Background: an optimization exercise with open tools, aiming at small area, a short achievable clock period and few clock cycles. Do not read the settings as production practice. In this exercise RTL edits were held to simulation tests only and were not proved equivalent to the original. Power and IR drop assume default switching activity.

==> run.sh <==
#!/bin/bash
# synth_recipe.tcl (not shown) runs the flow's synth.tcl, then flattens the netlist and writes it again
# the make line also repeats each setting of config.mk as NAME=value (left out here)
make -C /OpenROAD-flow-scripts/flow DESIGN_CONFIG=/design/flow/config.mk WORK_HOME=/design/flow/orfs CLKGATE_MAP_FILE= SYNTH_SCRIPT=/design/flow/synth_recipe.tcl finish
==> constraint.sdc <==
create_clock -name core_clock -period 10.0 [get_ports {clk}]
set_input_delay 2.0000 -clock core_clock [delete_from_list [all_inputs] [get_ports {clk}]]
set_output_delay 2.0000 -clock core_clock [all_outputs]
set_load 0.01 [all_outputs]
==> design.v <==
package fir_pkg;
    typedef logic signed [16-1:0] sample_t;
    typedef logic signed [(2 * 16)-1:0]    acc_t;
    typedef struct packed {
        sample_t re;
        sample_t im;
    } cplx_sample_t;
    typedef struct packed {
        acc_t re;
        acc_t im;
    } cplx_acc_t;
    typedef struct packed {
        cplx_sample_t data;
        logic         last;    
    } in_beat_t;
    typedef struct packed {
        cplx_acc_t data;
        logic      last;       
    } out_beat_t;
    typedef enum logic {
        SEQ_STREAM,            
        SEQ_FLUSH              
    } seq_state_t;
endpackage
`timescale 1ns/1ns
module frame_sequencer (
    input  logic         clk,
    input  logic         rst,
    input  logic         in_valid,
    output logic         in_ready,
    input  fir_pkg::in_beat_t     in_beat,
    output fir_pkg::cplx_sample_t push_sample,
    output fir_pkg::cplx_sample_t mirror_sample,
    output logic         advance,
    output logic         push_valid,
    output logic         push_last
);
    localparam int MIRROR_TAP = (2 * 4 - 1) - 1;
    localparam int CNT_W      = $clog2((((2 * 4 - 1) - 1) + (4 + 4)));
    fir_pkg::seq_state_t       state;
    logic [CNT_W-1:0] flush_cnt;
    logic             accept;
    logic             flush_push;
    logic             flush_done;
    logic [MIRROR_TAP:0][2*16-1:0] delay_line;    
    assign in_ready   = (state == fir_pkg::SEQ_STREAM);    
    assign accept     = in_valid && in_ready;
    assign flush_push = (state == fir_pkg::SEQ_FLUSH) && (flush_cnt < CNT_W'(((2 * 4 - 1) - 1)));
    assign flush_done = (state == fir_pkg::SEQ_FLUSH) && (flush_cnt == CNT_W'((((2 * 4 - 1) - 1) + (4 + 4)) - 1));
    assign advance     = accept || (state == fir_pkg::SEQ_FLUSH);
    assign push_valid  = accept || flush_push;
    assign push_last   = (state == fir_pkg::SEQ_FLUSH) && (flush_cnt == CNT_W'(((2 * 4 - 1) - 1) - 1));
    assign push_sample = accept ? in_beat.data : '0;     
    always_ff @(posedge clk) begin
        if (rst) begin
            state     <= fir_pkg::SEQ_STREAM;
            flush_cnt <= '0;
        end else begin
            case (state)
                fir_pkg::SEQ_STREAM: begin
                    flush_cnt <= '0;
                    if (accept && in_beat.last) begin
                        state <= fir_pkg::SEQ_FLUSH;
                    end
                end
                fir_pkg::SEQ_FLUSH: begin
                    if (flush_done) begin
                        state     <= fir_pkg::SEQ_STREAM;
                        flush_cnt <= '0;
                    end else begin
                        flush_cnt <= flush_cnt + 1'b1;
                    end
                end
                default: begin
                    state     <= fir_pkg::SEQ_STREAM;
                    flush_cnt <= '0;
                end
            endcase
        end
    end
    always_ff @(posedge clk) begin
        if (rst) begin
            for (int i = 0; i <= MIRROR_TAP; i++) begin
                delay_line[i] <= '0;
            end
        end else if (advance) begin
            delay_line[0] <= push_sample;
            for (int i = 1; i <= MIRROR_TAP; i++) begin
                delay_line[i] <= delay_line[i-1];
            end
        end
    end
    assign mirror_sample = delay_line[MIRROR_TAP];
endmodule
`timescale 1ns/1ns
module systolic_tap (
    input  logic         clk,
    input  logic         rst,
    input  logic         advance,
    input  fir_pkg::cplx_sample_t coef,
    input  fir_pkg::cplx_sample_t sample_in,
    input  fir_pkg::cplx_sample_t mirror_in,
    input  fir_pkg::cplx_acc_t    casc_in,
    output fir_pkg::cplx_sample_t sample_out,
    output fir_pkg::cplx_acc_t    casc_out
);
    typedef logic signed [16:0] preadd_t;
    fir_pkg::cplx_sample_t sample_d1;
    fir_pkg::cplx_sample_t sample_d2;
    fir_pkg::cplx_sample_t mirror_q;
    preadd_t      pre_re;
    preadd_t      pre_im;
    fir_pkg::cplx_acc_t    mult_q;
    fir_pkg::cplx_acc_t    casc_q;
    localparam int SW = 16;
    localparam int AW = (2 * 16);
    function automatic logic [AW-1:0] sx_pre(input logic [SW:0] v);
        sx_pre = {{(AW-SW-1){v[SW]}}, v};
    endfunction
    function automatic logic [AW-1:0] sx_coef(input logic [SW-1:0] v);
        sx_coef = {{(AW-SW){v[SW-1]}}, v};
    endfunction
    always_ff @(posedge clk) begin
        if (rst) begin
            sample_d1 <= '0;
            sample_d2 <= '0;
            mirror_q  <= '0;
            pre_re    <= '0;
            pre_im    <= '0;
            mult_q    <= '0;
            casc_q    <= '0;
        end else if (advance) begin
            sample_d1 <= sample_in;
            sample_d2 <= sample_d1;               
            mirror_q  <= mirror_in;
            pre_re <= {sample_d2.re[16-1], sample_d2.re}
                    + {mirror_q.re[16-1], mirror_q.re};
            pre_im <= {sample_d2.im[16-1], sample_d2.im}
                    + {mirror_q.im[16-1], mirror_q.im};
            mult_q.re <= sx_pre(pre_re) * sx_coef(coef.re)
                       - sx_pre(pre_im) * sx_coef(coef.im);
            mult_q.im <= sx_pre(pre_re) * sx_coef(coef.im)
                       + sx_pre(pre_im) * sx_coef(coef.re);
            casc_q.re <= mult_q.re + casc_in.re;
            casc_q.im <= mult_q.im + casc_in.im;
        end
    end
    assign sample_out = sample_d2;
    assign casc_out   = casc_q;
endmodule
`timescale 1ns/1ns
module tap_chain (
    input  logic         clk,
    input  logic         rst,
    input  logic         advance,
    input  fir_pkg::cplx_sample_t push_sample,
    input  fir_pkg::cplx_sample_t mirror_sample,
    output fir_pkg::cplx_acc_t    chain_result
);
    localparam int TAPS = 4;
    localparam int CS_W = 2 * 16;     
    localparam int CA_W = 2 * (2 * 16);        
    logic [TAPS-1:0][CS_W-1:0] coef_tbl;
    logic [TAPS:0][CS_W-1:0]   sample_link;      
    logic [TAPS:0][CA_W-1:0]   casc_link;
    assign coef_tbl[0] = {fir_pkg::sample_t'((-8)), fir_pkg::sample_t'((-33))};
    assign coef_tbl[1] = {fir_pkg::sample_t'((22)), fir_pkg::sample_t'((38))};
    assign coef_tbl[2] = {fir_pkg::sample_t'((-50)), fir_pkg::sample_t'((-41))};
    assign coef_tbl[3] = {fir_pkg::sample_t'((-20)), fir_pkg::sample_t'((-8))};
    assign sample_link[0] = push_sample;
    assign casc_link[0]   = '0;            
    for (genvar k = 0; k < TAPS; k++) begin : g_tap
        logic [CS_W-1:0] tap_mirror;
        assign tap_mirror = (k == TAPS - 1) ? '0 : mirror_sample;
        systolic_tap u_tap (
            .clk        (clk),
            .rst        (rst),
            .advance    (advance),
            .coef       (coef_tbl[k]),
            .sample_in  (sample_link[k]),
            .mirror_in  (tap_mirror),
            .casc_in    (casc_link[k]),
            .sample_out (sample_link[k+1]),
            .casc_out   (casc_link[k+1])
        );
    end
    assign chain_result = casc_link[TAPS];
endmodule
`timescale 1ns/1ns
module output_framer (
    input  logic      clk,
    input  logic      rst,
    input  logic      advance,
    input  logic      push_valid,
    input  logic      push_last,
    input  fir_pkg::cplx_acc_t chain_result,
    output logic      out_valid,
    output fir_pkg::out_beat_t out_beat
);
    localparam int DEPTH = (4 + 4);
    logic [DEPTH-1:0] valid_pipe;
    logic [DEPTH-1:0] last_pipe;
    always_ff @(posedge clk) begin
        if (rst) begin
            valid_pipe <= '0;
            last_pipe  <= '0;
        end else if (advance) begin
            valid_pipe <= {valid_pipe[DEPTH-2:0], push_valid};
            last_pipe  <= {last_pipe[DEPTH-2:0], push_last};
        end else begin
            valid_pipe[DEPTH-1] <= 1'b0;    
            last_pipe[DEPTH-1]  <= 1'b0;
        end
    end
    assign out_valid = valid_pipe[DEPTH-1];
    assign out_beat  = {chain_result, last_pipe[DEPTH-1]};
endmodule
`timescale 1ns/1ns
module fir_top (
    input  logic      clk,
    input  logic      rst,
    input  logic      in_valid,
    output logic      in_ready,
    input  logic [32:0] in_beat,     
    output logic      out_valid,
    output logic [64:0] out_beat     
);
    fir_pkg::in_beat_t  in_beat_s;
    fir_pkg::out_beat_t out_beat_s;
    assign in_beat_s = fir_pkg::in_beat_t'(in_beat);
    assign out_beat  = out_beat_s;
    fir_pkg::cplx_sample_t push_sample;
    fir_pkg::cplx_sample_t mirror_sample;
    logic         advance;
    logic         push_valid;
    logic         push_last;
    fir_pkg::cplx_acc_t    chain_result;
    frame_sequencer u_frame_sequencer (
        .clk           (clk),
        .rst           (rst),
        .in_valid      (in_valid),
        .in_ready      (in_ready),
        .in_beat       (in_beat_s),
        .push_sample   (push_sample),
        .mirror_sample (mirror_sample),
        .advance       (advance),
        .push_valid    (push_valid),
        .push_last     (push_last)
    );
    tap_chain u_tap_chain (
        .clk           (clk),
        .rst           (rst),
        .advance       (advance),
        .push_sample   (push_sample),
        .mirror_sample (mirror_sample),
        .chain_result  (chain_result)
    );
    output_framer u_output_framer (
        .clk           (clk),
        .rst           (rst),
        .advance       (advance),
        .push_valid    (push_valid),
        .push_last     (push_last),
        .chain_result  (chain_result),
        .out_valid     (out_valid),
        .out_beat      (out_beat_s)
    );
endmodule
==> config.mk <==
export PLATFORM = sky130hd
export DESIGN_NAME = fir_top
export DESIGN_NICKNAME = fir_top
export VERILOG_FILES = /design/flow/design.v
export SDC_FILE = /design/flow/constraint.sdc
export NUM_CORES = 4
export LEC_CHECK = 0
export CAP_MARGIN = 20
export CORE_MARGIN = 2
export CORE_UTILIZATION = 40
export SETUP_SLACK_MARGIN = 0.3
export SLEW_MARGIN = 20
==> summary.txt <==
layer usage:
| metal | part of all wire | vias up | global-route usage |
|---|---|---|---|
| li1 | - | 45900 | - |
| met1 | 0.45 | 45800 | 0.319 |
| met2 | 0.46 | 1975 | 0.392 |
| met3 | 0.047 | 413 | 0.0269 |
| met4 | 0.043 | 4 | 0.0887 |
| met5 | 0.000065 | - | 0 |
layout make-up:
cell class	count	area, µm²	share of cell area
clock inverters	51	693	0.00523
well taps	4100	5130	0.0387
flip-flops and latches	916	18400	0.139
clock buffers	146	3030	0.0229
multi-input cells	10100	92200	0.696
diodes	3	7.51	0.0000567
inverters	3006	11300	0.0852
repair buffers	191	1820	0.0137
cells in the final DEF, fill, tap and decap left out, types with 24 or more instances in the layout:
cell / count
sky130_fd_sc_hd__a211oi_1: 127
sky130_fd_sc_hd__nor2_1: 576
sky130_fd_sc_hd__a211o_1: 28
sky130_fd_sc_hd__or2_2: 37
sky130_fd_sc_hd__and3_1: 55
sky130_fd_sc_hd__buf_4: 79
sky130_fd_sc_hd__o31a_1: 24
sky130_fd_sc_hd__a21boi_0: 43
sky130_fd_sc_hd__clkdlybuf4s50_1: 100
sky130_fd_sc_hd__mux2i_1: 40
sky130_fd_sc_hd__xor2_1: 256
sky130_fd_sc_hd__a21oi_1: 1242
sky130_fd_sc_hd__o31ai_1: 45
sky130_fd_sc_hd__or3_1: 61
sky130_fd_sc_hd__nand2_1: 1628
sky130_fd_sc_hd__a31oi_1: 63
sky130_fd_sc_hd__clkbuf_16: 110
sky130_fd_sc_hd__dfxtp_1: 906
sky130_fd_sc_hd__and2_1: 37
sky130_fd_sc_hd__fa_1: 1597
sky130_fd_sc_hd__xnor2_1: 641
sky130_fd_sc_hd__inv_1: 2999
sky130_fd_sc_hd__nand3_1: 121
sky130_fd_sc_hd__a21o_1: 288
sky130_fd_sc_hd__o21a_1: 142
sky130_fd_sc_hd__ha_1: 1725
sky130_fd_sc_hd__nand2b_1: 110
sky130_fd_sc_hd__o21bai_1: 73
sky130_fd_sc_hd__nand4_1: 30
sky130_fd_sc_hd__o211ai_1: 24
sky130_fd_sc_hd__nor3_1: 152
sky130_fd_sc_hd__o21ai_0: 454
sky130_fd_sc_hd__nor2b_1: 122
metrics by stage:
stage	instances	instance area (µm²)	worst slack (ns)	util	total power, mW
finish	18500	133000	0.713	0.433	17.6
global route	18500	133000	0.294	0.433	18.9
CTS	18500	132000	0.338	0.433	17.8
detailed placement	18300	129000	0.426	0.421	13.5
global placement	18300	129000	0.395	0.421	13.4
floorplan	14300	123000	0.811	-	10.9
Yosys cell counts (all sizes together), types with 17 or more instances:
cell type	n
a211o	28
a211oi	127
a21boi	49
a21o	288
a21oi	1246
a22o	18
a31oi	63
and2	38
and3	55
buf	20
clkbuf	288
dfxtp	916
fa	1598
ha	1725
inv	3005
mux2i	40
nand2	1630
nand2b	110
nand3	121
nand4	30
nor2	579
nor2b	123
nor3	154
nor4	17
o211ai	24
o21a	142
o21ai	477
o21bai	73
o31a	24
o31ai	46
o41ai	18
or2	39
or3	61
xnor2	642
xor2	256
power breakdown:
group	leakage (nW)	internal, mW	switching (mW)
Combinational	57.4	3.73	5.37
Clock	1.79	2.42	1.80
Sequential	7.45	4.00	0.326
sequential cells by signal, indices dropped and copies added, names as in the netlist:
| name | count |
|---|---|
| u_tap_chain.g_tap.u_tap.pre_re | 67 |
| u_tap_chain.g_tap.u_tap.casc_q | 256 |
| u_output_framer.last_pipe | 8 |
| u_frame_sequencer.flush_cnt | 4 |
| u_tap_chain.g_tap.u_tap.mult_q | 249 |
| u_tap_chain.g_tap.u_tap.pre_im | 67 |
| u_frame_sequencer.delay_line | 224 |
| u_tap_chain.g_tap.u_tap.mirror_q | 32 |
| u_output_framer.valid_pipe | 8 |
| u_frame_sequencer.state | 1 |
kinds of logic after synthesis:
group,synth area share
compound gates,0.139
fa+ha+maj,0.436
xor+xnor,0.0647
mux,0.00362
buf+inv,0.101
simple gates,0.106
flops,0.149
timing repair:
item | in CTS | in global routing
setup buffers | 0 | 4
resized for setup | 0 | 18
setup endpoints to repair | 0 | 5
worst max-delay path, delay by kind of cell, from the launching register on:
| family | cells | cell delay, ns |
|---|---|---|
| buf+inv | 8 | 0.66 |
| flops | 1 | 0.38 |
| compound gates | 11 | 2.28 |
| xor+xnor | 2 | 0.29 |
| fa+ha+maj | 10 | 4.37 |
| simple gates | 6 | 1.26 |
path summary, 6_finish.rpt:
path	end	from	slack [ns]
setup reg to reg	u_tap_chain.g_tap[3].u_tap.mult_q[31]	u_tap_chain.g_tap[3].u_tap.pre_im[6]	0.71
hold / removal	u_frame_sequencer.delay_line[174]	u_frame_sequencer.delay_line[142]	0.41
hold reg to reg	u_frame_sequencer.delay_line[174]	u_frame_sequencer.delay_line[142]	0.41
setup / recovery	u_tap_chain.g_tap[3].u_tap.mult_q[31]	u_tap_chain.g_tap[3].u_tap.pre_im[6]	0.71
==> summary.txt <==
The die covers 0.312 mm². The number of clock sinks came out at 916. Setup violations remaining at the end of the flow were counted as 0. Detailed placement finished with a half-perimeter wire length of 313000 µm.

The normalized max-slew margin came out at 0.136. The fmax is 108 MHz. For the worst-skew pair, the clock arrives at the later sink with an insertion delay of 0.81 ns. By instance count, the cell type seen most on the critical path is sky130_fd_sc_hd__inv_1. The maximum buffer depth of the clock tree came out at 3. The number of antenna violations at the first check in global routing was 13. The total of max-cap violations came out at 0.

Counting instances, the worst hold path has a depth of 2. The initial utilization of the core area, before any placement, comes to 0.402. Routability-driven placement finished with a final weighted congestion of 0.978.

Of the synthesized area, sequential elements account for 0.149. The die height is 558 µm. After synthesis the netlist holds a flip-flop and latch count of 916.

The number of cells on the worst reg-to-reg path came out at 37. The number of enable flip-flop cells after synthesis came out at 0. The maximum fanout along the worst path came out at 7. The net count of the mapped netlist is 17700. Hold timing on the final database bottoms out at a slack of 0.413 ns. During placement, the flow inserted port buffers numbering 102. Yosys attributes the largest share of cell area to sky130_fd_sc_hd__fa_1 26%, sky130_fd_sc_hd__ha_1 18%, sky130_fd_sc_hd__dfxtp_1 15%. The critical path is of the reg -> reg type. The total count of max-transition violations in the final report is 0. The average footprint of a synthesized cell is 8.59 µm².

After clock tree synthesis, the clock-pin slew on the worst setup and hold paths is 0.07 ns. The via count of the first global-routing pass came out at 93900. The number of nets with antenna violations after detailed routing came out at 0. The final sum of negative setup slack is 0 ns.

The worst vdd rail ir drop came out at 0.221 mV. The flip-flop cell with the highest count after synthesis is sky130_fd_sc_hd__dfxtp_1. The number of H-tree branching levels is 3. For the worst setup path, the data required time is 10.74 ns. The synthesized instance count came out at 14300. The number of primary I/O pins is 103.

The arrival time at the worst endpoint came out at 10.02 ns. The total number of placement rows came out at 203. The maximum clock skew at final layout is 0.0772 ns. The largest individual stage delay along the critical path comes from the cell sky130_fd_sc_hd__fa_2.

Counting I/O delays and the setup requirement, the final critical path takes 9.29 ns. The worst setup path is captured at a flip-flop. Using the TritonRoute via totals, the vias-per-cell ratio works out to 5.09.

The top-area cell type share of the netlist area came out at 0.260. The number of design rule violations left after detail routing is 0. After the first detailed-routing iteration, the DRC count stood at 6111. The slew at the pin with the worst max-slew slack came out at 1.29 ns. The netlist area before placement came out at 0.123 mm². The post-route clock period utilization came out at 0.929. The clock root buffer is sky130_fd_sc_hd__clkbuf_16. The run finished with no timing, DRC or antenna violations. Summed over all instances, the cell type with the most area after synthesis is sky130_fd_sc_hd__fa_1.

The kind of start point of the critical path is a flip-flop. The TritonCTS buffer count came out at 110. The core outline area came out at 0.306 mm². The number of iterations in the first detailed-routing pass is 5. Setup repair after global routing could not meet its margin everywhere. The total vias in the final route came out at 94000. The routed length per instance is 20.0 µm. TritonCTS built the clock tree.

The total grt overflow came out at 0. The total wire length after detailed routing came out at 369000 µm. The count of endpoints failing hold in the final timing report is 0. The path type of the worst min-delay path is reg -> reg.

The netlist uses 99 different library cells. The floorplan step set the die width to 558 µm. The net count of the finished layout came out at 17700. The share of synthesized flip-flops with an asynchronous set or reset is 0. Entering global routing, the biggest net connects 173 pins. The post-synthesis to final-layout area growth is 7.82%.

The global router's overall resource usage came out at 0.237. The layout cell share with drive strength beyond 1 came out at 0.0268. The number of filler cells placed in the layout came out at 30800. The first global-routing pass estimated 566000 µm of wire.

The leakage power of the design is 66.7 nW. Power spread over the standard cell area amounts to 133 mW/mm². The number of warning messages in the yosys log came out at 3. The count of hold-fix buffers inserted at cts is 0.

The largest stage delay on the critical path came out at 0.61 ns.
Testbench counts, summed over its fixed seeds: cycles 6,704.

-- re-timing with driven ports --
The flow's constraints put no driver on any port. The routed layout listed below was extracted and timed again, unchanged, in two steps. Step 1, drivers: a clkbuf_16 drives clk and a buf_2 each remaining input, both assumed. Step 2 adds t to the input delays and takes it off the output delays; t is the mean of the earliest and latest rising clock arrival at the registers after step 1. Input paths then give back, and output paths get back, about the clock's delay inside the block. Three values: ideal ports, drivers, drivers and shift; two values: the first two.
shift t [ns]: 0.852
setup slack, ns: 0.713 / 0.713 / 0.713
hold slack, ns: 0.413 / 0.413 / 0.413
slew at the worst register clock pin (ns): 0.07 / 0.07
pins driven straight from the clock port: 1
After both steps this run still meets setup and hold. For this run, drivers alone change the setup slack by 0.000 ns; drivers and shift together by 0.000 ns.
